What follows belongs to an exercise in optimizing a design on an open flow for small area; a production flow would make more cautious choices.
At most, simulation tests tie the RTL to the original design; equivalence was not proved.
The RTL of runs 1, 2, 4 and 5 was laid out without a check of its function.
No activity file was given, so power comes from the tool's default toggle rates.

--- design/flow/config.mk ---
export PLATFORM = sky130hd
export DESIGN_NAME = alu_datapath
export DESIGN_NICKNAME = alu_datapath
export VERILOG_FILES = /design/flow/design.v
export SDC_FILE = /design/flow/constraint.sdc
export NUM_CORES = 8
export LEC_CHECK = 0
export CAP_MARGIN = 20
export CORE_MARGIN = 2
export CORE_UTILIZATION = 40
export CTS_BUF_LIST = sky130_fd_sc_hd__clkbuf_8
export CTS_CLUSTER_DIAMETER = 80
export CTS_CLUSTER_SIZE = 20
export GPL_TIMING_DRIVEN = 0
export SLEW_MARGIN = 20
--- design/flow/constraint.sdc ---
create_clock -name core_clock -period 13.0 [get_ports {clock}]
set_input_delay 2.6000 -clock core_clock [delete_from_list [all_inputs] [get_ports {clock}]]
set_output_delay 2.6000 -clock core_clock [all_outputs]
set_load 0.01 [all_outputs]
--- design/flow/standard.sh ---
#!/bin/bash
# synth_recipe.tcl (not shown) runs the flow's synth.tcl, then flattens the netlist and writes it again
# the make line also repeats each setting of config.mk as NAME=value (left out here)
make -C /OpenROAD-flow-scripts/flow DESIGN_CONFIG=/design/flow/config.mk WORK_HOME=/design/flow/orfs CLKGATE_MAP_FILE= SYNTH_SCRIPT=/design/flow/synth_recipe.tcl "${@:-finish}"
--- design/flow/flow/run.sh ---
#!/bin/bash
# Standard layout (the standard.sh), with two changes:
#  - every I/O port is buffered by the smallest buffer (buf_1);
#  - CTS inserts no dummy loads.
set -o pipefail
export BUFFER_PORTS_ARGS="-buffer_cell sky130_fd_sc_hd__buf_1"
export CTS_ARGS="-sink_clustering_enable -repair_clock_nets -buf_list {sky130_fd_sc_hd__clkbuf_4 sky130_fd_sc_hd__clkbuf_8} -sink_clustering_size 12 -sink_clustering_max_diameter 50 -dont_use_dummy_load"
bash standard.sh > standard.log 2>&1
--- design/flow/design.v ---
`default_nettype none
package alu_types_pkg;
	typedef logic [32-1:0] word_t;
	typedef logic [2*32-1:0] dword_t;
	typedef enum logic [3:0] {
		OP_AND  = 4'd0,
		OP_OR   = 4'd1,
		OP_NEG  = 4'd2,
		OP_NOT  = 4'd3,
		OP_ADD  = 4'd4,
		OP_SUB  = 4'd5,
		OP_MUL  = 4'd6,
		OP_DIV  = 4'd7,
		OP_SHR  = 4'd8,
		OP_SHRA = 4'd9,
		OP_SHL  = 4'd10,
		OP_ROR  = 4'd11,
		OP_ROL  = 4'd12
	} alu_op_t;
	typedef struct packed {
		alu_op_t op;
		word_t   y;
		word_t   b;
	} operand_s;
endpackage
`default_nettype wire
`default_nettype none
package alu_ctrl_pkg;
	typedef enum logic [1:0] {
		DIV_IDLE,
		DIV_PREP,
		DIV_ITER,
		DIV_FIX
	} div_state_t;
	typedef struct packed {
		logic [32-1:0] hi;
		logic [32-1:0] lo;
	} result_s;
endpackage
`default_nettype wire
`timescale 1ns/1ps
`default_nettype none
module alu_datapath (
	input  wire        clock,
	input  wire        rst_n,
	input  wire [31:0] bus,
	input  wire        y_in,
	input  wire        start,
	input  wire [3:0]  op,
	output wire [31:0] z_hi,
	output wire [31:0] z_lo,
	output reg         done,
	output wire        busy
);
	localparam [2:0] PH_IDLE = 3'd0;
	localparam [2:0] PH_PRE = 3'd4;
	localparam [2:0] PH_MAIN = 3'd1;
	localparam [2:0] PH_FIX1 = 3'd6;
	localparam [2:0] PH_FIX2 = 3'd7;
	localparam [2:0] PH_POST = 3'd3;
	localparam [2:0] PH_ZL = 3'd2;
	localparam [2:0] PH_SH = 3'd5;
	reg [31:0] y_q;
	reg [63:0] z_q;
	reg [2:0]  ph;
	reg [4:0]  cnt;
	reg [3:0]  op_q;
	reg [31:0] a;
	reg [31:0] q;
	reg [31:0] m;
	reg        c;
	reg        ys;
	assign z_hi = z_q[63:32];
	assign z_lo = z_q[31:0];
	assign busy = (ph != PH_IDLE);
	wire idle = (ph == PH_IDLE);
	wire p_pre  = (ph == PH_PRE);
	wire p_main = (ph == PH_MAIN);
	wire p_fix1 = (ph == PH_FIX1);
	wire p_fix2 = (ph == PH_FIX2);
	wire p_post = (ph == PH_POST);
	wire p_zl   = (ph == PH_ZL);
	wire p_sh   = (ph == PH_SH);
	wire cnt0  = (cnt == 5'd0);
	wire cnt31 = (cnt == 5'd31);
	wire o3 = op_q[3];
	wire o2 = op_q[2];
	wire o1 = op_q[1];
	wire o0 = op_q[0];
	wire o_mul  = ~o3 & o2 & o1 & ~o0;
	wire o_div  = ~o3 & o2 & o1 & o0;
	wire o_ldb  = ~o3 & ~o1;                        
	wire o_neg  = ~o3 & ~o2 & o1;                   
	wire o_sub  = ~o3 & o2 & ~o1 & o0;
	wire o_andc = (~o2 & ~o1 & ~o0) | (o3 & o2);    
	wire o_orc  = ~o2 & o0 & (o3 == o1);            
	wire o_sra  = o3 & ~o2 & ~o1 & o0;
	wire o_left = o2 | (o1 & ~o0);                  
	wire i_mul   = (op == 4'd6);
	wire i_div   = (op == 4'd7);
	wire i_shift = op[3] & (~op[2] | (~op[1] & ~op[0]));
	wire i_c0    = (op == 4'd5) | (op == 4'd2);     
	wire nz = |a[31:0];
	wire dinv = ~c ^ m[31];
	wire en = p_main ? (o0 | q[0]) :
	          p_fix1 ? c :
	          p_fix2 ? (ys & nz) :
	          (p_post & cnt31 & o_ldb);
	wire inv = p_main ? (o0 ? dinv : (cnt0 & q[0])) :
	           (p_fix1 | p_fix2) ? dinv :
	           (p_pre & q[31]);
	wire cin = inv & ~p_pre;
	localparam integer SPL = 24;
	wire [31:0] bop = (m & {32{en}}) ^ {32{inv}};
	wire [31:0] s;
	wire [31:0] u;
	wire [32:0] cy;
	wire [31:SPL] pp;
	assign cy[0] = cin;
	genvar gi;
	generate
		for (gi = 0; gi < 32; gi = gi + 1) begin : g_add
			wire ci = (gi == SPL) ? 1'b0 : cy[gi];
			assign u[gi] = a[gi] ^ bop[gi] ^ ci;
			assign cy[gi+1] = (a[gi] & bop[gi]) | (a[gi] & ci) | (bop[gi] & ci);
			if (gi < SPL) begin : g_lo
				assign s[gi] = u[gi];
			end else begin : g_hi
				if (gi == SPL) begin : g_p0
					assign pp[gi] = 1'b1;
				end else begin : g_pn
					assign pp[gi] = pp[gi-1] & u[gi-1];
				end
				assign s[gi] = u[gi] ^ (cy[SPL] & pp[gi]);
			end
		end
	endgenerate
	wire s32 = (a[31] & bop[31]) | (a[31] & s[31]) | (bop[31] & s[31]);
	wire s0g  = s[0] & ~o_div;
	wire sx   = q[0] ^ (o_neg | (o_div & ys));
	wire sy   = s0g ^ o_sub;
	wire ssum = sx ^ sy ^ c;
	wire scar = (sx & sy) | (sx & c) | (sy & c);
	wire f = p_main ? s[0] :
	         (p_sh & o_sra) ? q[31] :
	         o_andc ? (q[0] & s0g) :
	         (o_orc | p_fix2) ? (q[0] | s0g) : ssum;
	wire lfill = p_main ? ~s[31] : (q[31] & ~(p_sh & o1));
	wire q_sr = (p_main & ~o0) | p_post | p_fix2 | (p_sh & ~o_left);
	wire q_sl = (p_main & o0) | p_pre | p_fix1 | (p_sh & o_left);
	wire a_r  = (p_main & ~o0) | (p_post & ~o_div);
	wire a_l  = (p_main & o0 & ~cnt0) | p_pre;
	wire a_sr = a_r;
	wire a_sl = a_l;
	wire a_su = ~idle & ~a_r & ~a_l;
	wire q_ld = idle;
	wire q_rr = q_sr;
	wire q_ll = q_sl;
	wire [31:0] a_rsrc = {s32 & o_mul, s[31:1]};
	wire [31:0] a_lsrc = {s[30:0], q[31]};
	wire [31:0] a_nxt = ({32{a_sr}} & a_rsrc) | ({32{a_sl}} & a_lsrc) | ({32{a_su}} & s);
	wire [31:0] q_nxt = ({32{q_ld}} & y_q) | ({32{q_rr}} & {f, q[31:1]}) | ({32{q_ll}} & {q[30:0], lfill});
	always @(posedge clock) begin
		a <= a_nxt;
		q <= q_nxt;
		if (idle) begin
			m <= bus;
			op_q <= op;
		end
	end
	wire nq = m[31] | (ys & ~q[0]);
	always @(posedge clock) begin
		if (idle)
			c <= i_c0;
		else if (p_fix2)
			c <= nq ^ (ys & nz);
		else if (p_pre | (p_main & o0) | p_fix1)
			c <= s[31];
		else
			c <= scar;
		if (p_pre)
			ys <= q[31];
		else if (p_fix2)
			ys <= nq;
	end
	always @(posedge clock or negedge rst_n) begin
		if (!rst_n) begin
			ph <= PH_IDLE;
		end else begin
			case (ph)
				PH_IDLE: if (start) ph <= i_shift ? PH_SH : (i_mul ? PH_MAIN : (i_div ? PH_PRE : PH_POST));
				PH_PRE:  ph <= PH_MAIN;
				PH_MAIN: if (cnt0) ph <= o0 ? PH_FIX1 : PH_ZL;
				PH_FIX1: ph <= PH_FIX2;
				PH_FIX2: ph <= PH_POST;
				PH_POST: if (cnt0) ph <= PH_ZL;
				PH_ZL:   ph <= PH_IDLE;
				default: if (cnt0) ph <= PH_IDLE;
			endcase
		end
	end
	always @(posedge clock) begin
		if (idle)
			cnt <= i_shift ? bus[4:0] : {5{~i_div}};
		else if (~(p_fix1 | p_fix2))
			cnt <= cnt - 5'd1;
	end
	wire zload = p_zl | (p_sh & cnt0);
	always @(posedge clock or negedge rst_n) begin
		if (!rst_n)
			y_q <= 32'd0;
		else if (y_in)
			y_q <= bus;
	end
	always @(posedge clock or negedge rst_n) begin
		if (!rst_n) begin
			z_q <= 64'd0;
			done <= 1'b0;
		end else begin
			done <= zload;
			if (zload)
				z_q <= {a[31:0], q};
		end
	end
endmodule
`default_nettype wire
==> results of run 1 <==
report_power, final:
part / switching (mW) / total [mW] / internal [mW]
Sequential: 0.168 / 1.07 / 0.907
Combinational: 0.945 / 1.73 / 0.790
Clock: 0.215 / 0.386 / 0.170
Total: 1.33 / 3.20 / 1.87
per-layer routing:
layer,vias up,GRT usage (%)
met1,3064,25.9
met2,220,26.9
met4,0,4.98
met3,31,2.81
met5,-,0
li1,3015,-
placed cells by master, fill, tap and decap left out, types with 2 or more instances in the layout:
master / synthesis / routed
ha_1: 7 / 7
nand3b_1: 2 / 2
xor2_1: 7 / 6
nand2_2: 0 / 2
o221ai_1: 5 / 5
nand4_1: 5 / 5
buf_4: 3 / 10
buf_12: 0 / 3
nand3_1: 5 / 5
mux2_2: 90 / 90
a222oi_1: 51 / 51
inv_1: 74 / 74
a221o_1: 2 / 2
buf_1: 3 / 106
a21oi_1: 16 / 16
o211ai_1: 6 / 6
fa_2: 0 / 6
nor4_1: 8 / 7
buf_6: 1 / 2
o31ai_1: 3 / 3
dfrtp_1: 100 / 99
a31oi_1: 2 / 2
o22a_1: 4 / 4
nand2_1: 60 / 58
nand2b_1: 2 / 2
clkbuf_1: 17 / 16
nand4b_1: 2 / 2
buf_2: 18 / 18
nor3_1: 3 / 3
mux2i_1: 2 / 2
clkbuf_8: 0 / 25
o21ai_0: 25 / 25
edfxtp_1: 42 / 42
nor2_1: 20 / 19
a211oi_1: 4 / 4
nor2b_1: 4 / 4
xnor2_1: 38 / 37
dfxtp_1: 65 / 65
fa_1: 31 / 25
area by class of cell:
class,instances,area [um^2],area share [%]
inverter,74,278,2.58
tap,319,399,3.71
buffer,42,206,1.92
timing repair buffer,115,532,4.95
multi-input combinational,434,3920,36.5
sequential,207,5070,47.1
clock buffer,25,344,3.20
stage by stage:
| stage | TNS [ns] | worst slack (ns) |
|---|---|---|
| floorplan | 0 | 0.807 |
| global placement | -0.401 | -0.204 |
| detailed placement | -0.425 | -0.217 |
| CTS | 0 | 0.0131 |
| global route | 0 | 0.0505 |
| finish | 0 | 0.583 |
state kept, by name (all words and copies together) (netlist names):
register	cells
a	32
cnt	5
op_q	4
ph	3
z_q	64
y_q	32
q	32
ys	1
m	32
c	1
done	1
worst max-delay path: cells and delay by family (launching register included):
kind | cells | cell delay [ns]
AOI/OAI and AO/OA | 2 | 0.45
buffers and inverters | 4 | 0.37
adders and majority gates | 25 | 9.49
and+or+nand+nor | 6 | 1.25
DFF | 1 | 0.43
xor gates and xnor gates | 2 | 0.35
repair_timing:
item | in CTS | in global routing
hold endpoints to repair | 0 | 0
cloned | 0 | 0
setup endpoints to repair | 3 | 9
resized for setup | 4 | 16
pin swaps | 0 | 2
buffers inserted | 1 | 6
path summary, 6_finish.rpt:
kind | startpoint | to | cells past startpoint
worst max-delay path | cnt[0]$_DFFE_PP_ | a[31]$_DFF_P_ | 39
worst min-delay path | y_q[30]$_DFFE_PN0P_ | q[30]$_DFF_P_ | 2
worst max register to register | cnt[0]$_DFFE_PP_ | a[31]$_DFF_P_ | 39
worst min register to register | y_q[30]$_DFFE_PN0P_ | q[30]$_DFF_P_ | 2
max in group asynchronous | rst_n | z_q[31]$_DFFE_PN0P_ | 3
min in group asynchronous | rst_n | z_q[46]$_DFFE_PN0P_ | 1
logic make-up after synthesis:
logic type               after synthesis  share of synthesized area, %
AO/OA/AOI/OAI                        135                          11.4
multiplexers                          92                          11.0
flip-flops                           207                          54.0
buffers and inverters                116                          5.08
XOR/XNOR                              45                          4.20
AND/OR/NAND/NOR                      124                          6.72
adder cells (fa/ha/maj)               38                          7.55
==> out/metrics.cfg, run 1 <==
[logic_synthesis]
ys_types = 64
synth_top_area_share_pct = 26.7
synthMostInstantiatedCell = dfrtp_1
syn_inst = 757
synthFlopType = dfrtp_1
syn-cell-area_mm2 = 0.00938
synth_area_leaders = dfrtp_1 27%, dfxtp_1 14%, edfxtp_1 13%, mux2_2 11%, fa_1 6.6%
yosys_warnings = 1
synth_edf_count = 42
synth_common_cells = 100 x dfrtp_1, 90 x mux2_2, 74 x inv_1, 65 x dfxtp_1, 60 x nand2_1
yosysSeqAreaShare_pct = 54.0
yosys.area.top_type = dfrtp_1
syn_area_per_cell_um2 = 12.4
synth-async-reset-ratio_pct = 48.3
synth_seq_cells = 207

[floorplanning]
start_util_pct = 40.3
chipWidth_um = 157
ios = 106
num_rows = 56
fp.dieH_um = 157
fp.coreArea_mm2 = 0.0233
fp.dieArea_mm2 = 0.0247

[clock_network]
htreeDepth = 1
cts_max_path_buffers = 3
cts_buffers = 25
cts.clk_slew.worst_paths_ns = 0.08
root_buffer = clkbuf_8
hold_buffers = 0
clk_latency_ns = 0.55
cts_tree = built
cts.sinks = 207

[finish]
nets = 977
antenna_cells = 0
n_fill_cell = 2211
syn2layout_area_growth_pct = 14.6
drive_above_1_share_pct = 19.2
stdcell_count = 1216
postLayoutCellArea_mm2 = 0.0107
utilization_pct = 46.2

[routing]
dr.pass1.iters = 6
postRouteAntennaNets = 0
drt_iter0_drc = 488
m1WireLength_um = 10200
dr_wl_met3_um = 1250
maxUsedRoutingLayer = met4
routed_wl_um = 21600
route.vias.total = 6330
wl_met2_um = 9560
post_drt_wl_per_cell_um = 17.8
viasPerCell = 5.21
drc = 0

[power]
p_per_area_mw_per_mm2 = 297
max-vdd-ir-drop_v = 0.0000955
p_leak_nw = 4.54
p_total_mw = 3.20

[global_route]
first_global_vias = 6055
grt_pass1_wl_um = 33900
grt_max_degree = 34
grt_use_total_pct = 17.6
grt_overflow = 0
grt_antenna_before_repair = 0

[placement]
gp_congestion = 0.893
place_area_mm2 = 0.0103
io_buffers = 104
dp.cells = 1184
dpl.hpwl_um = 16500

[critical_path]
worst-endpoint-required_ns = 13.47
r2r_slack_ns = 0.58
arrival_ns = 12.89
cp-end-kind = register
slowest_delay_ns = 0.45
critical_path_class = register to register
slowest_stage = fa_1
crit_path_frequent_cell = fa_1
crit_fanout = 5
start_kind = register

[timing]
whs_ns = 0.475
finalSetupViolations = 0
timing.fmax_ghz = 0.0805
rsz0062_at_grt = no
finClkSkew_ns = 0.0467
period_needed_ns = 12.42
finalMaxSlewViolations = 0
timing.final.crit_share_pct = 95.5
hold_viol = 0
max_slew_margin_pct = 37.7
tightest_slew_ns = 0.930

[flow_run]
drv_cap = 0

[run_status]
status = finished clean

[worst_hold_path]
min_path_type = register to register

==> inputs of run 2 (changes only) <==
==> design/flow/flow/run.sh (replaced) <==
#!/bin/bash
# Standard layout (the standard.sh), with these changes:
#  - every I/O port is buffered by the smallest buffer (buf_1);
#  - CTS inserts no dummy loads;
#  - the buffers Yosys/ABC put in are removed at floorplan; repair_design
#    then buffers what still needs it.
set -o pipefail
export BUFFER_PORTS_ARGS="-buffer_cell sky130_fd_sc_hd__buf_1"
export CTS_ARGS="-sink_clustering_enable -repair_clock_nets -buf_list sky130_fd_sc_hd__clkbuf_8 -sink_clustering_size 16 -sink_clustering_max_diameter 60 -dont_use_dummy_load"
export REMOVE_ABC_BUFFERS=1
bash standard.sh > standard.log 2>&1
==> run 2 against run 1 <==
Still clean on timing, DRC and antenna. Sequential power is essentially flat. Critical path depth shrank 1. Non-clock buffer count shrank 22. Clock skew grew 0.012 ns. Critical path type unchanged.
==> out/metrics.cfg, run 2 <==
[global_route]
first_global_vias = 6057  ; was 6055
grt_pass1_wl_um = 34000  ; was 33900 um
grt_overflow = 0  ; unchanged
grt_max_degree = 33  ; was 34
grt_antenna_before_repair = 0  ; unchanged
grt_use_total_pct = 17.5  ; was 17.6%

[worst_hold_path]
min_path_type = register to register  ; unchanged

[critical_path]
worst-endpoint-required_ns = 13.40  ; was 13.47 ns
arrival_ns = 12.81  ; was 12.89 ns
crit_fanout = 5  ; unchanged
start_kind = register  ; unchanged
slowest_delay_ns = 0.44  ; was 0.45 ns
cp-end-kind = register  ; unchanged
critical_path_class = register to register  ; unchanged
slowest_stage = edfxtp_1  ; was fa_1
crit_path_frequent_cell = fa_1  ; unchanged

[placement]
io_buffers = 105  ; was 104
dp.cells = 1156  ; was 1184
dpl.hpwl_um = 15500  ; was 16500 um
gp_congestion = 0.820  ; was 0.893

[clock_network]
htreeDepth = 1  ; unchanged
cts.sinks = 207  ; unchanged
clk_latency_ns = 0.53  ; was 0.55 ns
root_buffer = clkbuf_8  ; unchanged
cts.clk_slew.worst_paths_ns = 0.10  ; was 0.08 ns
cts_buffers = 19  ; was 25
cts_max_path_buffers = 3  ; unchanged
cts_tree = built  ; unchanged

[logic_synthesis]
synthFlopType = dfrtp_1  ; unchanged
ys_types = 64  ; unchanged
synthMostInstantiatedCell = dfrtp_1  ; unchanged
yosys.area.top_type = dfrtp_1  ; unchanged
yosysSeqAreaShare_pct = 54.0  ; unchanged
yosys_warnings = 1  ; unchanged
syn_inst = 757  ; unchanged
synth_seq_cells = 207  ; unchanged
synth_area_leaders = dfrtp_1 27%, dfxtp_1 14%, edfxtp_1 13%, mux2_2 11%, fa_1 6.6%  ; unchanged
synth_edf_count = 42  ; unchanged
syn-cell-area_mm2 = 0.00938  ; unchanged
syn_area_per_cell_um2 = 12.4  ; unchanged
synth_common_cells = 100 x dfrtp_1, 90 x mux2_2, 74 x inv_1, 65 x dfxtp_1, 60 x nand2_1  ; unchanged
synth-async-reset-ratio_pct = 48.3  ; unchanged
synth_top_area_share_pct = 26.7  ; unchanged

[finish]
mostFrequentLayoutCells = 103 x buf_1, 97 x dfrtp_1, 90 x mux2_2  ; was 106 x buf_1, 99 x dfrtp_1, 90 x mux2_2
syn2layout_area_growth_pct = 15.3  ; was 14.6%
final_common_cell = buf_1  ; unchanged
n_fill_cell = 2221  ; was 2211
largest_reg_flops = 64  ; unchanged
nets = 950  ; was 977
stdcell_count = 1189  ; was 1216
drive_above_1_share_pct = 19.7  ; was 19.2%
utilization_pct = 46.5  ; was 46.2%
antenna_cells = 0  ; unchanged
regMostFlops = z_q  ; unchanged

[timing]
max_slew_margin_pct = 38.5  ; was 37.7%
finalSetupViolations = 0  ; unchanged
timing.fmax_ghz = 0.0806  ; was 0.0805 GHz
whs_ns = 0.485  ; was 0.475 ns
rsz0062_at_grt = no  ; unchanged
hold_viol = 0  ; unchanged
finalMaxSlewViolations = 0  ; unchanged
fin_tns_setup_ns = 0  ; unchanged
tightest_slew_ns = 0.921  ; was 0.930 ns
period_needed_ns = 12.41  ; was 12.42 ns
timing.final.crit_share_pct = 95.5  ; about the same
finClkSkew_ns = 0.0586  ; was 0.0467 ns

[floorplanning]
fp.coreArea_mm2 = 0.0233  ; unchanged
chipWidth_um = 157  ; unchanged
num_rows = 56  ; unchanged
ios = 106  ; unchanged
fp.dieH_um = 157  ; unchanged
start_util_pct = 40.3  ; unchanged
fp.dieArea_mm2 = 0.0247  ; unchanged

[power]
max-vdd-ir-drop_v = 0.000105  ; was 0.0000955 V
p_leak_nw = 4.54  ; about the same
p_per_area_mw_per_mm2 = 291  ; was 297 mW/mm^2

[routing]
drc = 0  ; unchanged
post_drt_wl_per_cell_um = 18.0  ; was 17.8 um
postRouteAntennaNets = 0  ; unchanged
route.vias.total = 6246  ; was 6330
dr.pass1.iters = 9  ; was 6
drt_iter0_drc = 552  ; was 488
routed_wl_um = 21400  ; was 21600 um
viasPerCell = 5.25  ; was 5.21

[flow_run]
drv_cap = 0  ; unchanged

[run_status]
status = finished clean  ; unchanged

## run 2: cell counts after synthesis
Identical to the previous run, type by type.
## run 2: path summary, 6_finish.rpt
kind	start	endpoint	slack [ns]	cells past startpoint
max	cnt[0]$_DFFE_PP_	q[0]$_DFF_P_	0.59	38
min	y_q[18]$_DFFE_PN0P_	q[18]$_DFF_P_	0.48	2
max reg2reg	cnt[0]$_DFFE_PP_	q[0]$_DFF_P_	0.59	38
min reg2reg	y_q[18]$_DFFE_PN0P_	q[18]$_DFF_P_	0.48	2
max in group asynchronous	rst_n	z_q[0]$_DFFE_PN0P_	10.15	3
min in group asynchronous	rst_n	z_q[17]$_DFFE_PN0P_	2.05	1
## run 2: metrics by stage
stage | total power, mW | worst slack, ns | area [um^2]
after global routing | 3.42 | 0.0261 | 10800
after detailed placement | 2.76 | -0.865 | 10400
after CTS | 3.11 | 0.0664 | 10600
final | 3.15 | 0.587 | 10800
after global placement | 2.69 | -1.15 | 9970
after floorplan | 2.28 | 0.152 | 9180
## run 2: cells by family (layout without fill, tap and decap cells)
group	after synthesis	count (layout)	share of synthesized area (%)
simple gates	124	124	6.72
mux	92	92	11.0
xor+xnor	45	45	4.20
flops	207	207	54.0
compound gates	135	136	11.4
buf+inv	116	228	5.08
fa+ha+maj	38	38	7.55
## run 2: critical path: cells and delay by family (launching register included)
kind	cells	cell delay, ns
fa+ha+maj	24	9.36
simple gates	5	1.21
flops	1	0.44
xor+xnor	2	0.35
compound gates	2	0.43
buf+inv	5	0.49
## run 2: cell type report
class / instances / area (um^2) / area share (%)
Clock buffer: 19 / 262 / 2.42
Inverter: 74 / 278 / 2.57
Multi-Input combinational cell: 435 / 3970 / 36.7
Sequential cell: 207 / 5070 / 46.9
Tap cell: 319 / 399 / 3.69
Timing Repair Buffer: 135 / 828 / 7.66
## run 2: power breakdown
| part | total, mW | internal (mW) | switching (mW) | leakage [nW] |
|---|---|---|---|---|
| sequential | 1.10 | 0.908 | 0.190 | 2.18 |
| clock | 0.332 | 0.131 | 0.201 | 0.137 |
| combinational | 1.72 | 0.801 | 0.921 | 2.22 |
| total | 3.15 | 1.84 | 1.31 | 4.54 |
## run 2: per-layer routing
metal	vias up	routed length (um)	global-route usage (%)
li1	2965	-	-
met1	3063	10000	25.4
met2	197	9680	27.5
met3	21	1380	2.92
met4	0	333	4.29
met5	-	0	0
## run 2: repair_timing
item / CTS / global route
endpoints found under the hold margin: 0 / 0
buffers inserted: 2 / 11
gates resized for setup: 2 / 21
pin swaps: 1 / 5
hold buffers: 0 / 0
cloned: 1 / 0
setup endpoints to repair: 12 / 11
==> inputs of run 3 (changes only) <==
--- a/design/flow/design.v
+++ b/design/flow/design.v
@@ -205,7 +205,19 @@
 		else if (~(p_fix1 | p_fix2))
 			cnt <= cnt - 5'd1;
 	end
-	wire zload = p_zl | (p_sh & cnt0);
+	wire zl_next = (p_main & cnt0 & ~o0) | (p_post & cnt0) |
+	               (idle & start & i_shift & (bus[4:0] == 5'd0)) |
+	               (p_sh & (cnt == 5'd1));
+	reg zl;
+	reg zln;
+	always @(posedge clock or negedge rst_n) begin
+		if (!rst_n)
+			zl <= 1'b0;
+		else
+			zl <= zl_next;
+	end
+	always @(posedge clock)
+		zln <= ~zl_next;
 	always @(posedge clock or negedge rst_n) begin
 		if (!rst_n)
 			y_q <= 32'd0;
@@ -217,9 +229,8 @@
 			z_q <= 64'd0;
 			done <= 1'b0;
 		end else begin
-			done <= zload;
-			if (zload)
-				z_q <= {a[31:0], q};
+			done <= zl;
+			z_q <= ({64{zl}} & {a[31:0], q}) | ({64{zln}} & z_q);
 		end
 	end
 endmodule
==> run 3 against run 2 <==
Fmax is 0.49% lower. First-iteration DRC count is 8.5% higher. Critical endpoint is now c$_DFF_P_. Critical path depth stayed put. Worst setup slack worse by 0.061 ns. Sequential cell count is 2 higher. Design area down 2.5%. Critical path type unchanged.
==> out/metrics.cfg, run 3 <==
[logic_synthesis]
syn_inst = 784  ; was 757
synth_top_area_share_pct = 26.8  ; was 26.7%
yosys.area.top_type = dfrtp_1  ; unchanged
synth_top_family_by_area = compound AO/OA/AOI/OAI gates  ; unchanged
synthMostInstantiatedCell = dfrtp_1  ; unchanged
synth-async-reset-ratio_pct = 48.3  ; about the same
synth_xor_xnor_area_share_pct = 4.18  ; was 4.20%
syn-cell-area_mm2 = 0.00942  ; was 0.00938 mm^2
synth_compound_area_share_pct = 17.3  ; was 11.4%
synth_seq_cells = 209  ; was 207
synth_common_cells = 101 x dfrtp_1, 70 x inv_1, 66 x dfxtp_1, 64 x a22o_1, 61 x nand2_1  ; was 100 x dfrtp_1, 90 x mux2_2, 74 x inv_1, 65 x dfxtp_1, 60 x nand2_1
synthMuxAreaShare_pct = 4.04  ; was 11.0%
synthFlopType = dfrtp_1  ; unchanged
synth_edf_count = 42  ; unchanged
yosysSeqAreaShare_pct = 54.2  ; was 54.0%
yosys.area_share.simple_pct = 7.01  ; was 6.72%
syn_area_per_cell_um2 = 12.0  ; was 12.4 um^2
synth_area_leaders = dfrtp_1 27%, dfxtp_1 14%, edfxtp_1 13%, fa_1 6.6%, a22o_1 6.0%  ; was dfrtp_1 27%, dfxtp_1 14%, edfxtp_1 13%, mux2_2 11%, fa_1 6.6%
yosys_warnings = 1  ; unchanged
ys_types = 61  ; was 64
synth_fa_ha_area_share_pct = 7.65  ; was 7.55%

[global_route]
grt_max_degree = 65  ; was 33
grt_overflow = 0  ; unchanged
first_global_vias = 6417  ; was 6057
grt_use_total_pct = 18.1  ; was 17.5%
grt_pass1_wl_um = 35500  ; was 34000 um
grt_antenna_before_repair = 0  ; unchanged

[floorplanning]
fp.dieArea_mm2 = 0.0248  ; was 0.0247 mm^2
chipWidth_um = 157  ; about the same
ios = 106  ; unchanged
fp.coreArea_mm2 = 0.0233  ; unchanged
num_rows = 56  ; unchanged
start_util_pct = 40.5  ; was 40.3%
fp.dieH_um = 157  ; about the same

[critical_path]
critPathBufInv = 3  ; was 5
crit_path_frequent_cell = fa_1  ; unchanged
r2r.worst_path.cells = 38  ; unchanged
r2r_slack_ns = 0.53  ; was 0.59 ns
slowest_delay_ns = 0.51  ; was 0.44 ns
cp-end-kind = register  ; unchanged
path_delay_family = adder cells  ; unchanged
arrival_ns = 12.90  ; was 12.81 ns
r2r-end = c$_DFF_P_  ; was q[0]$_DFF_P_
crit_fanout = 5  ; unchanged
r2r-start = cnt[0]$_DFFE_PP_  ; unchanged
worst-endpoint-required_ns = 13.42  ; was 13.40 ns
critical_path_class = register to register  ; unchanged
start_kind = register  ; unchanged
slowest_stage = or4b_4  ; was edfxtp_1

[clock_network]
clk_latency_ns = 0.52  ; was 0.53 ns
cts_tree = built  ; unchanged
htreeDepth = 1  ; unchanged
cts_max_path_buffers = 3  ; unchanged
cts.clk_slew.worst_paths_ns = 0.11  ; was 0.10 ns
cts.sinks = 209  ; was 207
cts_buffers = 18  ; was 19
root_buffer = clkbuf_8  ; unchanged
hold_buffers = 0  ; unchanged

[worst_hold_path]
holdPathEnd = q[24]$_DFF_P_  ; was q[18]$_DFF_P_
whs_path_depth = 2  ; unchanged
hp-start = y_q[24]$_DFFE_PN0P_  ; was y_q[18]$_DFFE_PN0P_
min_path_type = register to register  ; unchanged

[timing]
hold_viol = 0  ; unchanged
finClkSkew_ns = 0.0442  ; was 0.0586 ns
timing.fmax_ghz = 0.0802  ; was 0.0806 GHz
rsz0062_at_grt = no  ; unchanged
finalSetupViolations = 0  ; unchanged
fin_ws_ns = 0.526  ; was 0.587 ns
max_slew_margin_pct = 29.3  ; was 38.5%
period_needed_ns = 12.47  ; was 12.41 ns
timing.final.crit_share_pct = 96.0  ; was 95.5%
tightest_slew_ns = 1.06  ; was 0.921 ns
finalMaxSlewViolations = 0  ; unchanged

[flow_run]
drv_cap = 0  ; unchanged

[finish]
postLayoutCellArea_mm2 = 0.0105  ; was 0.0108 mm^2
drive_above_1_share_pct = 10.7  ; was 19.7%
stdcell_count = 1188  ; was 1189
mostFrequentLayoutCells = 103 x buf_1, 97 x dfrtp_1, 70 x inv_1  ; was 103 x buf_1, 97 x dfrtp_1, 90 x mux2_2
antenna_cells = 0  ; unchanged
largest_reg_flops = 64  ; unchanged
nets = 950  ; unchanged
syn2layout_area_growth_pct = 12.0  ; was 15.3%
utilization_pct = 45.3  ; was 46.5%
regMostFlops = z_q  ; unchanged
final_common_cell = buf_1  ; unchanged

[power]
intPower_mw = 1.83  ; was 1.84 mW
p_clk_share_pct = 10.4  ; was 10.5%
p_leak_nw = 4.39  ; was 4.54 nW
netSwitchingFraction_pct = 42.6  ; was 41.6%
p_comb_share_pct = 53.6  ; was 54.6%
pwr-share-seq_pct = 36.0  ; was 34.8%
p_per_area_mw_per_mm2 = 302  ; was 291 mW/mm^2
max-vdd-ir-drop_v = 0.000114  ; was 0.000105 V
p_total_mw = 3.18  ; was 3.15 mW
p_sw_mw = 1.36  ; was 1.31 mW

[routing]
routed_wl_um = 22200  ; was 21400 um
drc = 0  ; unchanged
post_drt_wl_per_cell_um = 18.7  ; was 18.0 um
drt_iter0_drc = 599  ; was 552
route.vias.total = 6523  ; was 6246
viasPerCell = 5.49  ; was 5.25
dr.pass1.iters = 8  ; was 9
postRouteAntennaNets = 0  ; unchanged

[placement]
dpl.hpwl_um = 14800  ; was 15500 um
place_ws_ns = -0.532  ; was -0.865 ns
place_area_mm2 = 0.0102  ; was 0.0104 mm^2
dp.cells = 1163  ; was 1156
gp_congestion = 0.790  ; was 0.820
io_buffers = 105  ; unchanged

[run_status]
status = finished clean  ; unchanged

## run 3: changes by cell type after synthesis, moves of 4 or more
| cell | before | now |
|---|---|---|
| buf_6 | 1 | 5 |
| nand2b_1 | 2 | 7 |
| buf_1 | 3 | 11 |
| o21ai_0 | 25 | 20 |
| mux2_2 | 90 | 32 |
| inv_1 | 74 | 70 |
| or3_1 | 0 | 4 |
| a22o_1 | 0 | 64 |
| clkbuf_1 | 17 | 30 |
| buf_2 | 18 | 6 |
| o22a_1 | 4 | 0 |
## run 3: cell families after synthesis
logic type      Yosys count
flops                   209
compound gates          199
simple gates            133
buf+inv                 125
xor+xnor                 45
fa+ha+maj                39
mux                      34
## run 3: tightest hold or removal path, delay by kind of cell (launching register included)
| kind | cells | cell delay [ns] |
|---|---|---|
| buffers and inverters | 1 | 0.05 |
| AO/OA/AOI/OAI | 1 | 0.06 |
| flip-flops | 1 | 0.35 |
## run 3: routing by layer
layer	share of wire (%)	track usage [%]
met5	0	0
met1	46	25.0
met3	6.4	3.77
met4	1.4	4.42
met2	47	29.3
## run 3: worst max-delay path by stage
stage	startpoint	to	slack [ns]	cells past startpoint
after floorplan	cnt[0]$_DFFE_PP_	c$_DFF_P_	0.03	38
after global placement	cnt[0]$_DFFE_PP_	c$_DFF_P_	-0.97	37
after detailed placement	cnt[0]$_DFFE_PP_	c$_DFF_P_	-0.53	37
after CTS	ph[0]$_DFFE_PN0P_	c$_DFF_P_	0.003	38
after global routing	cnt[0]$_DFFE_PP_	c$_DFF_P_	0.003	38
final	cnt[0]$_DFFE_PP_	c$_DFF_P_	0.53	38
## run 3: cell type report
type,count,area (um^2)
fillers,2214,12700
flip-flops and latches,209,5120
multi-input cells,451,3860
repair buffers,120,644
well taps,319,399
inverters,71,269
clock buffers,18,248
## run 3: per-stage QoR
stage	hold slack, ns	setup TNS, ns
6_report	0.464	0
4_1_cts	0.468	0
5_1_grt	0.494	0
2_1_floorplan	0.446	0
3_5_place_dp	0.462	-1.87
3_3_place_gp	0.453	-6.57
## run 3: power groups by stage
stage | registers, mW | clock network (mW) | logic, mW
final | 1.15 | 0.330 | 1.71
after global routing | 1.18 | 0.368 | 1.91
after CTS | 1.15 | 0.343 | 1.68
after detailed placement | 1.16 | 0 | 1.65
after global placement | 1.17 | 0 | 1.59
after floorplan | 1.13 | 0 | 1.21
## run 3: repair_timing
action / 4_1_cts / 5_1_grt
resized for setup: 9 / 9
setup buffers: 2 / 4
setup endpoints to repair: 10 / 11
pin swaps: 3 / 3
cloned: 1 / 0
==> inputs of run 4 (changes only) <==
--- a/design/flow/design.v
+++ b/design/flow/design.v
@@ -174,7 +174,7 @@
 			c <= i_c0;
 		else if (p_fix2)
 			c <= nq ^ (ys & nz);
-		else if (p_pre | (p_main & o0) | p_fix1)
+		else if (p_pre | p_main | p_fix1)
 			c <= s[31];
 		else
 			c <= scar;
==> design/flow/config.mk (replaced) <==
export PLATFORM = sky130hd
export DESIGN_NAME = alu_datapath
export DESIGN_NICKNAME = alu_datapath
export VERILOG_FILES = /design/flow/design.v
export SDC_FILE = /design/flow/constraint.sdc
export NUM_CORES = 8
export LEC_CHECK = 0
export CAP_MARGIN = 0
export CORE_MARGIN = 2
export CORE_UTILIZATION = 40
export GPL_TIMING_DRIVEN = 0
export SLEW_MARGIN = 0
==> run 4 against run 3 <==
Core utilization is 1.1 points higher. Sequential power hardly changed. Clock skew is 0.0092 ns lower. Largest power group unchanged. Critical endpoint unchanged. Wire length is 1.7% higher. Worst setup slack worse by 0.043 ns. Sequential share of layout area is 0.19 points lower. Cell count is 0.76% lower.
==> out/metrics.cfg, run 4 <==
[run_status]
status = finished clean  ; unchanged

[global_route]
grt_max_degree = 81  ; was 65
grt_use_total_pct = 18.2  ; was 18.1%
grt_antenna_before_repair = 0  ; unchanged
first_global_vias = 6183  ; was 6417
grt_pass1_wl_um = 35200  ; was 35500 um
grt_overflow = 0  ; unchanged

[logic_synthesis]
yosys_warnings = 1  ; unchanged
synthFlopType = dfrtp_1  ; unchanged
syn-cell-area_mm2 = 0.00935  ; was 0.00942 mm^2
synth_top_area_share_pct = 27.0  ; was 26.8%
syn_inst = 777  ; was 784
synth_common_cells = 101 x dfrtp_1, 75 x inv_1, 66 x dfxtp_1, 64 x a22o_1, 54 x a222oi_1  ; was 101 x dfrtp_1, 70 x inv_1, 66 x dfxtp_1, 64 x a22o_1, 61 x nand2_1
synth-async-reset-ratio_pct = 48.3  ; unchanged
synthMostInstantiatedCell = dfrtp_1  ; unchanged
synth_seq_cells = 209  ; unchanged
syn_area_per_cell_um2 = 12.0  ; about the same
ys_types = 55  ; was 61
yosys.area.top_type = dfrtp_1  ; unchanged
synth_area_leaders = dfrtp_1 27%, dfxtp_1 14%, edfxtp_1 13%, fa_1 6.6%, a22o_1 6.0%  ; unchanged
yosysSeqAreaShare_pct = 54.7  ; was 54.2%
synth_edf_count = 42  ; unchanged

[placement]
io_buffers = 105  ; unchanged
gp_congestion = 0.848  ; was 0.790
place_ws_ns = -1.06  ; was -0.532 ns
place_area_mm2 = 0.0101  ; was 0.0102 mm^2
dpl.hpwl_um = 15700  ; was 14800 um

[critical_path]
r2r_slack_ns = 0.48  ; was 0.53 ns
cp-end-kind = register  ; unchanged
r2r.worst_path.cells = 40  ; was 38
r2r-end = c$_DFF_P_  ; unchanged
slowest_stage = or4b_4  ; unchanged
crit_cells = 40  ; was 38
crit_path_frequent_cell = fa_1  ; unchanged
critPathBufInv = 5  ; was 3
critical_path_class = register to register  ; unchanged
start_kind = register  ; unchanged
worst-endpoint-required_ns = 13.38  ; was 13.42 ns
slowest_delay_ns = 0.53  ; was 0.51 ns
r2r-start = cnt[1]$_DFFE_PP_  ; was cnt[0]$_DFFE_PP_
arrival_ns = 12.89  ; was 12.90 ns
path_delay_family = adder cells  ; unchanged
crit_fanout = 14  ; was 5

[routing]
postRouteAntennaNets = 0  ; unchanged
post_drt_wl_per_cell_um = 19.1  ; was 18.7 um
drt_iter0_drc = 741  ; was 599
m1WireLength_um = 10500  ; was 10100 um
viasPerCell = 5.57  ; was 5.49
routed_wl_um = 22500  ; was 22200 um
drc = 0  ; unchanged
dr_wl_met3_um = 1200  ; was 1420 um
maxUsedRoutingLayer = met4  ; unchanged
wl_met2_um = 10000  ; was 10400 um
route.vias.total = 6569  ; was 6523
dr.pass1.iters = 10  ; was 8

[flow_run]
drv_cap = 0  ; unchanged

[timing]
tightest_slew_ns = 1.06  ; about the same
fin_ws_ns = 0.483  ; was 0.526 ns
fin_tns_setup_ns = 0  ; unchanged
max_slew_margin_pct = 29.6  ; was 29.3%
finClkSkew_ns = 0.0350  ; was 0.0442 ns
hold_viol = 0  ; unchanged
whs_ns = 0.481  ; was 0.464 ns
timing.fmax_ghz = 0.0799  ; was 0.0802 GHz
period_needed_ns = 12.52  ; was 12.47 ns
timing.final.crit_share_pct = 96.3  ; was 96.0%
finalMaxSlewViolations = 0  ; unchanged
finalSetupViolations = 0  ; unchanged

[power]
p_total_mw = 3.27  ; was 3.18 mW
p_leak_nw = 4.43  ; was 4.39 nW
p_per_area_mw_per_mm2 = 309  ; was 302 mW/mm^2
max-vdd-ir-drop_v = 0.000124  ; was 0.000114 V

[finish]
final_common_cell = buf_1  ; unchanged
antenna_cells = 0  ; unchanged
largest_reg_flops = 64  ; unchanged
nets = 947  ; was 950
regMostFlops = z_q  ; unchanged
syn2layout_area_growth_pct = 13.2  ; was 12.0%
mostFrequentLayoutCells = 103 x buf_1, 97 x dfrtp_1, 75 x inv_1  ; was 103 x buf_1, 97 x dfrtp_1, 70 x inv_1
postLayoutCellArea_mm2 = 0.0106  ; was 0.0105 mm^2
drive_above_1_share_pct = 12.1  ; was 10.7%

[clock_network]
clk_latency_ns = 0.52  ; about the same
cts_max_path_buffers = 3  ; unchanged
root_buffer = clkbuf_8  ; unchanged
hold_buffers = 0  ; unchanged
cts.clk_slew.worst_paths_ns = 0.10  ; was 0.11 ns
cts.sinks = 209  ; unchanged
cts_tree = built  ; unchanged
htreeDepth = 1  ; unchanged
cts_buffers = 18  ; unchanged

[floorplanning]
chipWidth_um = 157  ; about the same
fp.dieArea_mm2 = 0.0246  ; was 0.0248 mm^2
num_rows = 55  ; was 56
start_util_pct = 41.0  ; was 40.5%
ios = 106  ; unchanged
fp.coreArea_mm2 = 0.0228  ; was 0.0233 mm^2
fp.dieH_um = 157  ; about the same

[worst_hold_path]
holdPathEnd = q[8]$_DFF_P_  ; was q[24]$_DFF_P_
min_path_type = register to register  ; unchanged
whs_path_depth = 2  ; unchanged
hp-start = y_q[8]$_DFFE_PN0P_  ; was y_q[24]$_DFFE_PN0P_

run 4: kinds of logic after synthesis:
group,share of synthesized area (%)
flip-flops,54.7
AO/OA/AOI/OAI,17.5
buffers and inverters,5.26
AND/OR/NAND/NOR,6.57
XOR/XNOR,4.12
adder cells (fa/ha/maj),7.71
multiplexers,4.18
run 4: metrics by stage:
stage               utilization [%]  cells
finish                         46.4   1179
global route                   46.4   1179
CTS                            46.0   1174
detailed placement             44.5   1152
global placement               43.6   1142
floorplan                         -    724
run 4: layout make-up:
class / instances / area (um^2)
fillers: 2090 / 12200
flip-flops and latches: 209 / 5120
multi-input cells: 439 / 3890
repair buffers: 124 / 644
well taps: 313 / 392
inverters: 76 / 288
clock buffers: 18 / 248
run 4: worst max path at each step:
stage                           start       endpoint  slack (ns)
floorplan            cnt[0]$_DFFE_PP_  a[30]$_DFF_P_       -0.48
global placement    ph[1]$_DFFE_PN0P_   q[0]$_DFF_P_       -2.05
detailed placement  ph[1]$_DFFE_PN0P_   q[0]$_DFF_P_       -1.06
CTS                  cnt[1]$_DFFE_PP_      c$_DFF_P_        0.01
global route         cnt[1]$_DFFE_PP_      c$_DFF_P_      -0.002
finish               cnt[1]$_DFFE_PP_      c$_DFF_P_        0.48
run 4: worst min-delay path: cells and delay by family (launching register included):
kind	cells	cell delay, ns
DFF	1	0.35
buffers and inverters	1	0.05
AOI/OAI and AO/OA	1	0.06
run 4: metal layers:
layer,vias to the layer above,GRT usage (%)
met2,239,26.5
met4,0,6.86
met5,-,0
met1,3251,27.4
met3,47,2.66
li1,3032,-
run 4: power by group:
group	total, mW	switching (mW)	internal [mW]
logic	1.80	0.961	0.838
clock network	0.331	0.207	0.125
registers	1.14	0.225	0.911
total	3.27	1.39	1.87
run 4: what timing repair did:
item / in CTS / in global routing
gates resized for setup: 12 / 16
setup buffers: 4 / 5
pin swaps: 1 / 3
endpoints found under the setup margin: 12 / 11
==> inputs of run 5 (changes only) <==
--- a/design/flow/flow/run.sh
+++ b/design/flow/flow/run.sh
@@ -8,4 +8,5 @@
 export BUFFER_PORTS_ARGS="-buffer_cell sky130_fd_sc_hd__buf_1"
 export CTS_ARGS="-sink_clustering_enable -repair_clock_nets -buf_list sky130_fd_sc_hd__clkbuf_8 -sink_clustering_size 16 -sink_clustering_max_diameter 60 -dont_use_dummy_load"
 export REMOVE_ABC_BUFFERS=1
+export DONT_USE_CELLS="sky130_fd_sc_hd__buf_12 sky130_fd_sc_hd__buf_16 sky130_fd_sc_hd__buf_8"
 bash standard.sh > standard.log 2>&1
==> run 5 against run 4 <==
Still clean on timing, DRC and antenna. Clock skew did not move. Core utilization did not move. Global-route usage did not move. Worst hold slack did not move. Register-to-register slack barely moved. Cell count did not move. Wire length did not move. Critical path depth did not move. Sequential power barely moved. Largest cell class unchanged. Largest power group unchanged.
==> out/metrics.cfg, run 5 <==
[run_status]
status = finished clean  ; unchanged

[placement]
place_ws_ns = -1.06  ; unchanged
dp.cells = 1152  ; unchanged
dpl.hpwl_um = 15700  ; unchanged
gp_congestion = 0.848  ; unchanged
io_buffers = 105  ; unchanged

[logic_synthesis]
syn_inst = 777  ; unchanged
syn_area_per_cell_um2 = 12.0  ; unchanged
synth-async-reset-ratio_pct = 48.3  ; unchanged
syn-cell-area_mm2 = 0.00935  ; unchanged
synth_edf_count = 42  ; unchanged
ys_types = 55  ; unchanged
yosys.area.top_type = dfrtp_1  ; unchanged
synth_top_area_share_pct = 27.0  ; unchanged
synth_area_leaders = dfrtp_1 27%, dfxtp_1 14%, edfxtp_1 13%, fa_1 6.6%, a22o_1 6.0%  ; unchanged
synthFlopType = dfrtp_1  ; unchanged
yosys_warnings = 1  ; unchanged
synth_seq_cells = 209  ; unchanged
synthMostInstantiatedCell = dfrtp_1  ; unchanged
yosysSeqAreaShare_pct = 54.7  ; unchanged
synth_common_cells = 101 x dfrtp_1, 75 x inv_1, 66 x dfxtp_1, 64 x a22o_1, 54 x a222oi_1  ; unchanged

[floorplanning]
start_util_pct = 41.0  ; unchanged
fp.dieH_um = 157  ; unchanged
ios = 106  ; unchanged
chipWidth_um = 157  ; unchanged
num_rows = 55  ; unchanged
fp.dieArea_mm2 = 0.0246  ; unchanged
fp.coreArea_mm2 = 0.0228  ; unchanged

[clock_network]
cts_buffers = 18  ; unchanged
cts.clk_slew.worst_paths_ns = 0.10  ; about the same
cts_max_path_buffers = 3  ; unchanged
cts.sinks = 209  ; unchanged
clk_latency_ns = 0.52  ; about the same
cts_tree = built  ; unchanged
root_buffer = clkbuf_8  ; unchanged
htreeDepth = 1  ; unchanged

[finish]
drive_above_1_share_pct = 12.1  ; unchanged
regMostFlops = z_q  ; unchanged
nets = 947  ; unchanged
antenna_cells = 0  ; unchanged
syn2layout_area_growth_pct = 13.2  ; unchanged
largest_reg_flops = 64  ; unchanged
stdcell_count = 1179  ; unchanged
mostFrequentLayoutCells = 103 x buf_1, 97 x dfrtp_1, 75 x inv_1  ; unchanged
final_common_cell = buf_1  ; unchanged

[power]
p_total_mw = 3.27  ; unchanged
p_leak_nw = 4.43  ; unchanged
max-vdd-ir-drop_v = 0.000124  ; unchanged
p_per_area_mw_per_mm2 = 309  ; unchanged

[critical_path]
critical_path_class = register to register  ; unchanged
slowest_delay_ns = 0.53  ; about the same
crit_path_frequent_cell = fa_1  ; unchanged
arrival_ns = 12.89  ; about the same
worst-endpoint-required_ns = 13.38  ; about the same
start_kind = register  ; unchanged
slowest_stage = or4b_4  ; unchanged
crit_fanout = 14  ; unchanged
cp-end-kind = register  ; unchanged

[routing]
routed_wl_um = 22500  ; unchanged
drt_iter0_drc = 741  ; unchanged
viasPerCell = 5.57  ; unchanged
dr.pass1.iters = 10  ; unchanged
post_drt_wl_per_cell_um = 19.1  ; unchanged
drc = 0  ; unchanged
route.vias.total = 6569  ; unchanged
postRouteAntennaNets = 0  ; unchanged

[worst_hold_path]
min_path_type = register to register  ; unchanged

[global_route]
grt_antenna_before_repair = 0  ; unchanged
grt_pass1_wl_um = 35200  ; unchanged
grt_max_degree = 81  ; unchanged
first_global_vias = 6183  ; unchanged
grt_use_total_pct = 18.2  ; unchanged
grt_overflow = 0  ; unchanged

[timing]
timing.final.crit_share_pct = 96.3  ; unchanged
tightest_slew_ns = 1.06  ; unchanged
hold_viol = 0  ; unchanged
finClkSkew_ns = 0.0350  ; unchanged
fin_ws_ns = 0.483  ; unchanged
timing.fmax_ghz = 0.0799  ; unchanged
max_slew_margin_pct = 29.6  ; unchanged
period_needed_ns = 12.52  ; unchanged
finalSetupViolations = 0  ; unchanged
finalMaxSlewViolations = 0  ; unchanged

[flow_run]
drv_cap = 0  ; unchanged

-- run 5: final cells by class --
| type | count | area, um^2 |
|---|---|---|
| clock buffers | 18 | 248 |
| fillers | 2090 | 12200 |
| multi-input cells | 439 | 3890 |
| repair buffers | 124 | 644 |
| flip-flops and latches | 209 | 5120 |
| well taps | 313 | 392 |
| inverters | 76 | 288 |
-- run 5: worst max-delay path, delay by kind of cell, from the launching register on --
kind	cells	cell delay (ns)
simple gates	4	0.89
buf+inv	5	0.62
fa+ha+maj	25	9.45
compound gates	3	0.58
xor+xnor	2	0.41
mux	1	0.06
flops	1	0.39
-- run 5: where the power goes --
| part | switching (mW) | internal [mW] |
|---|---|---|
| combinational | 0.961 | 0.838 |
| sequential | 0.225 | 0.911 |
| clock | 0.207 | 0.125 |
-- run 5: kinds of logic (layout without fill, tap and decap cells) --
family,count (synthesis),in the layout,share of synthesized area (%)
AOI/OAI and AO/OA,197,197,17.5
xor gates and xnor gates,44,44,4.12
muxes,35,35,4.18
and+or+nand+nor,124,124,6.57
adders and majority gates,39,39,7.71
buffers and inverters,129,218,5.26
DFF,209,209,54.7
-- run 5: final timing paths --
kind	end	cells past startpoint	from	slack, ns
max	c$_DFF_P_	40	cnt[1]$_DFFE_PP_	0.48
min	q[8]$_DFF_P_	2	y_q[8]$_DFFE_PN0P_	0.48
max reg2reg	c$_DFF_P_	40	cnt[1]$_DFFE_PP_	0.48
min reg2reg	q[8]$_DFF_P_	2	y_q[8]$_DFFE_PN0P_	0.48
max in group asynchronous	z_q[29]$_DFF_PN0_	4	rst_n	9.92
min in group asynchronous	done$_DFF_PN0_	1	rst_n	2.06
-- run 5: per-layer routing --
| layer | track usage [%] | wire length [um] | part of all wire [%] | vias to the layer above |
|---|---|---|---|---|
| met2 | 26.5 | 10000 | 44 | 239 |
| met3 | 2.66 | 1200 | 5.3 | 47 |
| met1 | 27.4 | 10500 | 47 | 3251 |
| met4 | 6.86 | 784 | 3.5 | 0 |
| li1 | - | - | - | 3032 |
| met5 | 0 | 0 | 0 | - |
-- run 5: what timing repair did --
action                                  in CTS  in global routing
endpoints found under the setup margin      12                 11
hold endpoints to repair                     0                  0
setup buffers                                4                  5
pin swaps                                    1                  3
gates resized for setup                     12                 16
hold buffers                                 0                  0
-- run 5: stage by stage --
stage | hold WS (ns) | util [%] | setup TNS [ns] | instance area, um^2
6_report | 0.481 | 46.4 | 0 | 10600
5_1_grt | 0.512 | 46.4 | -0.00239 | 10600
4_1_cts | 0.482 | 46.0 | 0 | 10500
3_5_place_dp | 0.463 | 44.5 | -8.24 | 10100
3_3_place_gp | 0.450 | 43.6 | -21.78 | 9930
2_1_floorplan | 0.446 | - | -4.27 | 9140
==> inputs of run 6 (changes only) <==
--- a/design/flow/design.v
+++ b/design/flow/design.v
@@ -174,7 +174,7 @@
 			c <= i_c0;
 		else if (p_fix2)
 			c <= nq ^ (ys & nz);
-		else if (p_pre | p_main | p_fix1)
+		else if (p_pre | (p_main & o0) | p_fix1)
 			c <= s[31];
 		else
 			c <= scar;
--- a/design/flow/flow/run.sh
+++ b/design/flow/flow/run.sh
@@ -8,5 +8,5 @@
 export BUFFER_PORTS_ARGS="-buffer_cell sky130_fd_sc_hd__buf_1"
 export CTS_ARGS="-sink_clustering_enable -repair_clock_nets -buf_list sky130_fd_sc_hd__clkbuf_8 -sink_clustering_size 16 -sink_clustering_max_diameter 60 -dont_use_dummy_load"
 export REMOVE_ABC_BUFFERS=1
-export DONT_USE_CELLS="sky130_fd_sc_hd__buf_12 sky130_fd_sc_hd__buf_16 sky130_fd_sc_hd__buf_8"
+export RECOVER_POWER=100
 bash standard.sh > standard.log 2>&1
==> run 6 against run 5 <==
Critical path type unchanged. Sequential share of layout area rose by 0.78 points. Critical endpoint unchanged. The layout now fails its checks (capacitance limit, slew limit). Core utilization fell by 1.7 points. Clock-buffer cell count did not move. Worst hold slack got worse by 0.013 ns. Highest routed layer unchanged.
==> out/metrics.cfg, run 6 <==
[timing]
period_needed_ns = 12.43  ; was 12.52 ns
finalMaxSlewViolations = 219  ; was 0
finClkSkew_ns = 0.0344  ; was 0.0350 ns
timing.fmax_ghz = 0.0804  ; was 0.0799 GHz
max_slew_margin_pct = -110  ; was 29.6%
hold_viol = 0  ; unchanged
tightest_slew_ns = 3.13  ; was 1.06 ns
timing.final.crit_share_pct = 95.6  ; was 96.3%
rsz0062_at_grt = no
finalSetupViolations = 0  ; unchanged
fin_tns_setup_ns = 0  ; unchanged

[logic_synthesis]
yosys.area.top_type = dfrtp_1  ; unchanged
ys_types = 61  ; was 55
synth_compound_area_share_pct = 17.3  ; was 17.5%
syn-cell-area_mm2 = 0.00942  ; was 0.00935 mm^2
synth_fa_ha_area_share_pct = 7.65  ; was 7.71%
synth_top_family_by_area = compound AO/OA/AOI/OAI gates  ; unchanged
synth_area_leaders = dfrtp_1 27%, dfxtp_1 14%, edfxtp_1 13%, fa_1 6.6%, a22o_1 6.0%  ; unchanged
synth_common_cells = 101 x dfrtp_1, 70 x inv_1, 66 x dfxtp_1, 64 x a22o_1, 61 x nand2_1  ; was 101 x dfrtp_1, 75 x inv_1, 66 x dfxtp_1, 64 x a22o_1, 54 x a222oi_1
syn_area_per_cell_um2 = 12.0  ; about the same
yosysSeqAreaShare_pct = 54.2  ; was 54.7%
synth_top_area_share_pct = 26.8  ; was 27.0%
synthFlopType = dfrtp_1  ; unchanged
yosys.area_share.simple_pct = 7.01  ; was 6.57%
synth_seq_cells = 209  ; unchanged
synth-async-reset-ratio_pct = 48.3  ; unchanged
synthMuxAreaShare_pct = 4.04  ; was 4.18%
syn_inst = 784  ; was 777
synthMostInstantiatedCell = dfrtp_1  ; unchanged
synth_xor_xnor_area_share_pct = 4.18  ; was 4.12%
yosys_warnings = 1  ; unchanged
synth_edf_count = 42  ; unchanged

[power]
netSwitchingFraction_pct = 42.6  ; about the same
max-vdd-ir-drop_v = 0.000127  ; was 0.000124 V
p_clk_share_pct = 10.3  ; was 10.1%
pwr-share-seq_pct = 36.4  ; was 34.8%
p_comb_share_pct = 53.3  ; was 55.1%
p_per_area_mw_per_mm2 = 305  ; was 309 mW/mm^2
p_leak_nw = 4.32  ; was 4.43 nW
intPower_mw = 1.82  ; was 1.87 mW
p_sw_mw = 1.35  ; was 1.39 mW

[placement]
gp_congestion = 0.790  ; was 0.848
io_buffers = 105  ; unchanged
dp.cells = 1160  ; was 1152
dpl.hpwl_um = 14800  ; was 15700 um

[finish]
regMostFlops = z_q  ; unchanged
utilization_pct = 44.8  ; was 46.4%
drive_above_1_share_pct = 9.79  ; was 12.1%
antenna_cells = 0  ; unchanged
largest_reg_flops = 64  ; unchanged
nets = 949  ; was 947
syn2layout_area_growth_pct = 10.5  ; was 13.2%
mostFrequentLayoutCells = 101 x buf_1, 98 x dfrtp_1, 70 x inv_1  ; was 103 x buf_1, 97 x dfrtp_1, 75 x inv_1
final_common_cell = buf_1  ; unchanged
stdcell_count = 1187  ; was 1179

[clock_network]
root_buffer = clkbuf_8  ; unchanged
cts_max_path_buffers = 3  ; unchanged
cts_tree = built  ; unchanged
clk_latency_ns = 0.52  ; about the same
hold_buffers = 0  ; unchanged
cts.clk_slew.worst_paths_ns = 0.10  ; about the same
cts.sinks = 209  ; unchanged
htreeDepth = 1  ; unchanged
cts_buffers = 18  ; unchanged

[routing]
dr.pass1.iters = 10  ; unchanged
drt_iter0_drc = 666  ; was 741
drc = 0  ; unchanged
route.vias.total = 6471  ; was 6569
routed_wl_um = 22100  ; was 22500 um
viasPerCell = 5.45  ; was 5.57
postRouteAntennaNets = 0  ; unchanged
post_drt_wl_per_cell_um = 18.6  ; was 19.1 um

[global_route]
first_global_vias = 6227  ; was 6183
grt_use_total_pct = 17.7  ; was 18.2%
grt_antenna_before_repair = 0  ; unchanged
grt_max_degree = 81  ; unchanged
grt_pass1_wl_um = 34700  ; was 35200 um
grt_overflow = 0  ; unchanged

[critical_path]
slowest_delay_ns = 0.52  ; was 0.53 ns
start_kind = register  ; unchanged
slowest_stage = or4b_4  ; unchanged
worst-endpoint-required_ns = 13.43  ; was 13.38 ns
arrival_ns = 12.87  ; was 12.89 ns
crit_path_frequent_cell = fa_1  ; unchanged
cp-end-kind = register  ; unchanged
critical_path_class = register to register  ; unchanged
crit_fanout = 5  ; was 14

[floorplanning]
fp.dieArea_mm2 = 0.0248  ; was 0.0246 mm^2
start_util_pct = 40.5  ; was 41.0%
fp.coreArea_mm2 = 0.0233  ; was 0.0228 mm^2
ios = 106  ; unchanged
chipWidth_um = 157  ; about the same
fp.dieH_um = 157  ; about the same
num_rows = 56  ; was 55

[run_status]
violations = capacitance limit, slew limit
status = complete, but fails checks  ; was finished clean

[flow_run]
drv_cap = 5  ; was 0

[worst_hold_path]
min_path_type = register to register  ; unchanged

-- run 6: cell types whose count changed after synthesis, sizes merged, moves of 5 or more --
cell,before,now
xor2,32,8
o221ai,0,5
clkbuf,40,30
buf,13,24
nand2,50,61
xnor2,12,37
inv,76,71
-- run 6: per-stage QoR --
stage | setup slack, ns | instance area, um^2 | hold WS [ns] | power, mW
after floorplan | 0.0287 | 9170 | 0.446 | 2.34
after global placement | -0.975 | 9960 | 0.453 | 2.76
after detailed placement | -1.00 | 10100 | 0.462 | 2.79
after CTS | 0.0305 | 10400 | 0.472 | 3.15
after global routing | 0.0212 | 10400 | 0.500 | 3.45
final | 0.566 | 10400 | 0.469 | 3.18
-- run 6: what timing repair did --
action | CTS | global route
setup endpoints to repair | 12 | 10
pin swaps | 1 | 4
resized for setup | 9 | 14
setup buffers | 3 | 5
cloned | 1 | 0
-- run 6: power by group through the flow --
stage	Clock [mW]	Combinational (mW)	Sequential, mW
2_1_floorplan	0	1.21	1.13
3_3_place_gp	0	1.59	1.17
3_5_place_dp	0	1.63	1.17
4_1_cts	0.341	1.66	1.15
5_1_grt	0.364	1.90	1.19
6_report	0.329	1.69	1.16
-- run 6: worst max-delay path: cells and delay by family, from the launching register on --
kind	cells	cell delay, ns
fa+ha+maj	25	9.35
simple gates	4	1.17
compound gates	4	0.72
flops	1	0.47
xor+xnor	2	0.39
buf+inv	3	0.25
-- run 6: final timing paths --
kind	slack, ns	from	end	cells past startpoint
max in group asynchronous	8.36	rst_n	y_q[28]$_DFFE_PN0P_	2
setup / recovery	0.57	cnt[0]$_DFFE_PP_	c$_DFF_P_	38
min in group asynchronous	2.18	rst_n	y_q[9]$_DFFE_PN0P_	1
hold reg to reg	0.47	y_q[29]$_DFFE_PN0P_	q[29]$_DFF_P_	2
setup reg to reg	0.57	cnt[0]$_DFFE_PP_	c$_DFF_P_	38
hold / removal	0.47	y_q[29]$_DFFE_PN0P_	q[29]$_DFF_P_	2
-- run 6: layout make-up --
cell class | count | area [um^2]
clock buffer | 18 | 248
fill | 2228 | 12800
inverter | 71 | 268
multi-input combinational | 451 | 3870
sequential | 209 | 5120
tap | 319 | 399
timing repair buffer | 119 | 513
-- run 6: per-layer routing --
metal  up-vias  share of wire, %  GRT usage [%]
met5         -                 0              0
met4         0               1.3           4.50
met3        27               6.8           3.74
met2       194                46           28.1
met1      3206                45           24.9
li1       3044                 -              -
-- run 6: cell families (layout without fill, tap and decap cells) --
family | after synthesis | after routing
DFF | 209 | 209
buffers and inverters | 125 | 208
xor gates and xnor gates | 45 | 45
adders and majority gates | 39 | 39
muxes | 34 | 34
and+or+nand+nor | 133 | 133
AOI/OAI and AO/OA | 199 | 200
==> inputs of run 7 (changes only) <==
--- a/design/flow/flow/run.sh
+++ b/design/flow/flow/run.sh
@@ -8,5 +8,4 @@
 export BUFFER_PORTS_ARGS="-buffer_cell sky130_fd_sc_hd__buf_1"
 export CTS_ARGS="-sink_clustering_enable -repair_clock_nets -buf_list sky130_fd_sc_hd__clkbuf_8 -sink_clustering_size 16 -sink_clustering_max_diameter 60 -dont_use_dummy_load"
 export REMOVE_ABC_BUFFERS=1
-export RECOVER_POWER=100
 bash standard.sh > standard.log 2>&1
==> run 7 against run 6 <==
The run now finishes clean. Non-clock buffer count unchanged. Largest power group unchanged. Critical path depth unchanged. Sequential share of layout area down 0.39 points.
==> out/metrics.cfg, run 7 <==
[clock_network]
cts_max_path_buffers = 3  ; unchanged
clk_latency_ns = 0.52  ; about the same
cts_buffers = 18  ; unchanged
cts_tree = built  ; unchanged
cts.sinks = 209  ; unchanged
hold_buffers = 0  ; unchanged
cts.clk_slew.worst_paths_ns = 0.10  ; about the same

[placement]
io_buffers = 105  ; unchanged
dp.cells = 1160  ; unchanged

[routing]
dr.pass1.iters = 10  ; unchanged
route.vias.total = 6510  ; was 6471
drt_iter0_drc = 661  ; was 666
drc = 0  ; unchanged
routed_wl_um = 22100  ; about the same
wl_met2_um = 10200  ; was 10300 um
postRouteAntennaNets = 0  ; unchanged
m1WireLength_um = 10100  ; was 10000 um
dr_wl_met3_um = 1420  ; was 1500 um
viasPerCell = 5.48  ; was 5.45
maxUsedRoutingLayer = met4  ; unchanged

[timing]
timing.final.crit_share_pct = 95.8  ; was 95.6%
tightest_slew_ns = 1.05  ; was 3.13 ns
hold_viol = 0  ; unchanged
timing.fmax_ghz = 0.0803  ; was 0.0804 GHz
max_slew_margin_pct = 29.9  ; was -110%
finClkSkew_ns = 0.0357  ; was 0.0344 ns
finalSetupViolations = 0  ; unchanged
period_needed_ns = 12.45  ; was 12.43 ns
rsz0062_at_grt = no  ; unchanged
fin_ws_ns = 0.550  ; was 0.566 ns

[finish]
regMostFlops = z_q  ; unchanged
final_common_cell = buf_1  ; unchanged
multi_input_area_mm2 = 0.00387  ; about the same
syn2layout_area_growth_pct = 11.5  ; was 10.5%
mostFrequentLayoutCells = 103 x buf_1, 97 x dfrtp_1, 70 x inv_1  ; was 101 x buf_1, 98 x dfrtp_1, 70 x inv_1
nets = 949  ; unchanged
stdcell_count = 1187  ; unchanged
regArea_mm2 = 0.00512  ; about the same
antenna_cells = 0  ; unchanged

[logic_synthesis]
synth_common_cells = 101 x dfrtp_1, 70 x inv_1, 66 x dfxtp_1, 64 x a22o_1, 61 x nand2_1  ; unchanged
synthMostInstantiatedCell = dfrtp_1  ; unchanged
synth_top_area_share_pct = 26.8  ; unchanged
syn-cell-area_mm2 = 0.00942  ; unchanged
yosys_warnings = 1  ; unchanged
yosysSeqAreaShare_pct = 54.2  ; unchanged
synth-async-reset-ratio_pct = 48.3  ; unchanged
syn_area_per_cell_um2 = 12.0  ; unchanged
yosys.area.top_type = dfrtp_1  ; unchanged
syn_inst = 784  ; unchanged
synth_seq_cells = 209  ; unchanged

[critical_path]
arrival_ns = 12.89  ; was 12.87 ns
slowest_stage = or4b_4  ; unchanged
start_kind = register  ; unchanged
critical_path_class = register to register  ; unchanged
crit_fanout = 5  ; unchanged
cp-end-kind = register  ; unchanged
worst-endpoint-required_ns = 13.44  ; was 13.43 ns

[global_route]
grt_max_degree = 81  ; unchanged
grt_use_total_pct = 17.7  ; unchanged
grt_pass1_wl_um = 34700  ; unchanged
grt_overflow = 0  ; unchanged

[power]
p_leak_nw = 4.37  ; was 4.32 nW
p_per_area_mw_per_mm2 = 303  ; was 305 mW/mm^2
max-vdd-ir-drop_v = 0.000127  ; about the same

[floorplanning]
ios = 106  ; unchanged
num_rows = 56  ; unchanged
start_util_pct = 40.5  ; unchanged
fp.dieH_um = 157  ; unchanged
chipWidth_um = 157  ; unchanged

[flow_run]
drv_cap = 0  ; was 5

[run_status]
status = finished clean  ; was complete, but fails checks

==> run 7: power by group <==
group | total [mW] | switching, mW | internal (mW)
sequential | 1.15 | 0.228 | 0.924
combinational | 1.70 | 0.927 | 0.776
clock | 0.329 | 0.205 | 0.125
==> run 7: worst paths after layout <==
check	start	slack (ns)	endpoint	cells past startpoint
setup / recovery	cnt[0]$_DFFE_PP_	0.55	c$_DFF_P_	38
hold / removal	y_q[29]$_DFFE_PN0P_	0.48	q[29]$_DFF_P_	2
setup reg to reg	cnt[0]$_DFFE_PP_	0.55	c$_DFF_P_	38
hold reg to reg	y_q[29]$_DFFE_PN0P_	0.48	q[29]$_DFF_P_	2
max in group asynchronous	rst_n	10.35	y_q[28]$_DFFE_PN0P_	2
min in group asynchronous	rst_n	2.04	y_q[9]$_DFFE_PN0P_	1
==> run 7: critical path: cells and delay by family, from the launching register on <==
kind                     cells  cell delay, ns
adder cells (fa/ha/maj)     25            9.35
AND/OR/NAND/NOR              4            1.17
AO/OA/AOI/OAI                4            0.71
flip-flops                   1            0.47
XOR/XNOR                     2            0.41
buffers and inverters        3            0.26
==> run 7: kinds of logic after synthesis <==
family,synth area share [%]
flip-flops,54.2
AO/OA/AOI/OAI,17.3
AND/OR/NAND/NOR,7.01
buffers and inverters,5.54
XOR/XNOR,4.18
adder cells (fa/ha/maj),7.65
multiplexers,4.04
==> run 7: layer usage <==
metal,vias up,track usage (%)
met3,32,3.74
met2,181,28.1
met1,3255,24.9
met5,-,0
met4,0,4.50
li1,3042,-
==> run 7: cell type report <==
class | count | share of cell area (%)
well taps | 319 | 3.80
inverters | 71 | 2.56
repair buffers | 119 | 5.64
flip-flops and latches | 209 | 48.8
multi-input cells | 451 | 36.9
clock buffers | 18 | 2.36
==> run 7: stage by stage <==
step	hold slack, ns	utilization [%]	area [um^2]	total power [mW]
floorplan	0.446	-	9170	2.34
global placement	0.453	42.8	9960	2.76
detailed placement	0.462	43.5	10100	2.79
CTS	0.472	44.8	10400	3.15
global route	0.500	45.1	10500	3.45
finish	0.478	45.1	10500	3.18
==> run 7: what timing repair did <==
| item | 4_1_cts | 5_1_grt |
|---|---|---|
| gates cloned | 1 | 0 |
| setup buffers | 3 | 5 |
| setup endpoints to repair | 12 | 10 |
| gates resized for setup | 9 | 14 |
| pin swaps | 1 | 4 |

Setup slack of run 7, layout unchanged: 0.550 ns with ideal ports, 0.550 ns with driving cells assumed (clock clkbuf_16, inputs buf_2), 0.550 ns with port delays also shifted by the 0.544 ns mid clock arrival.
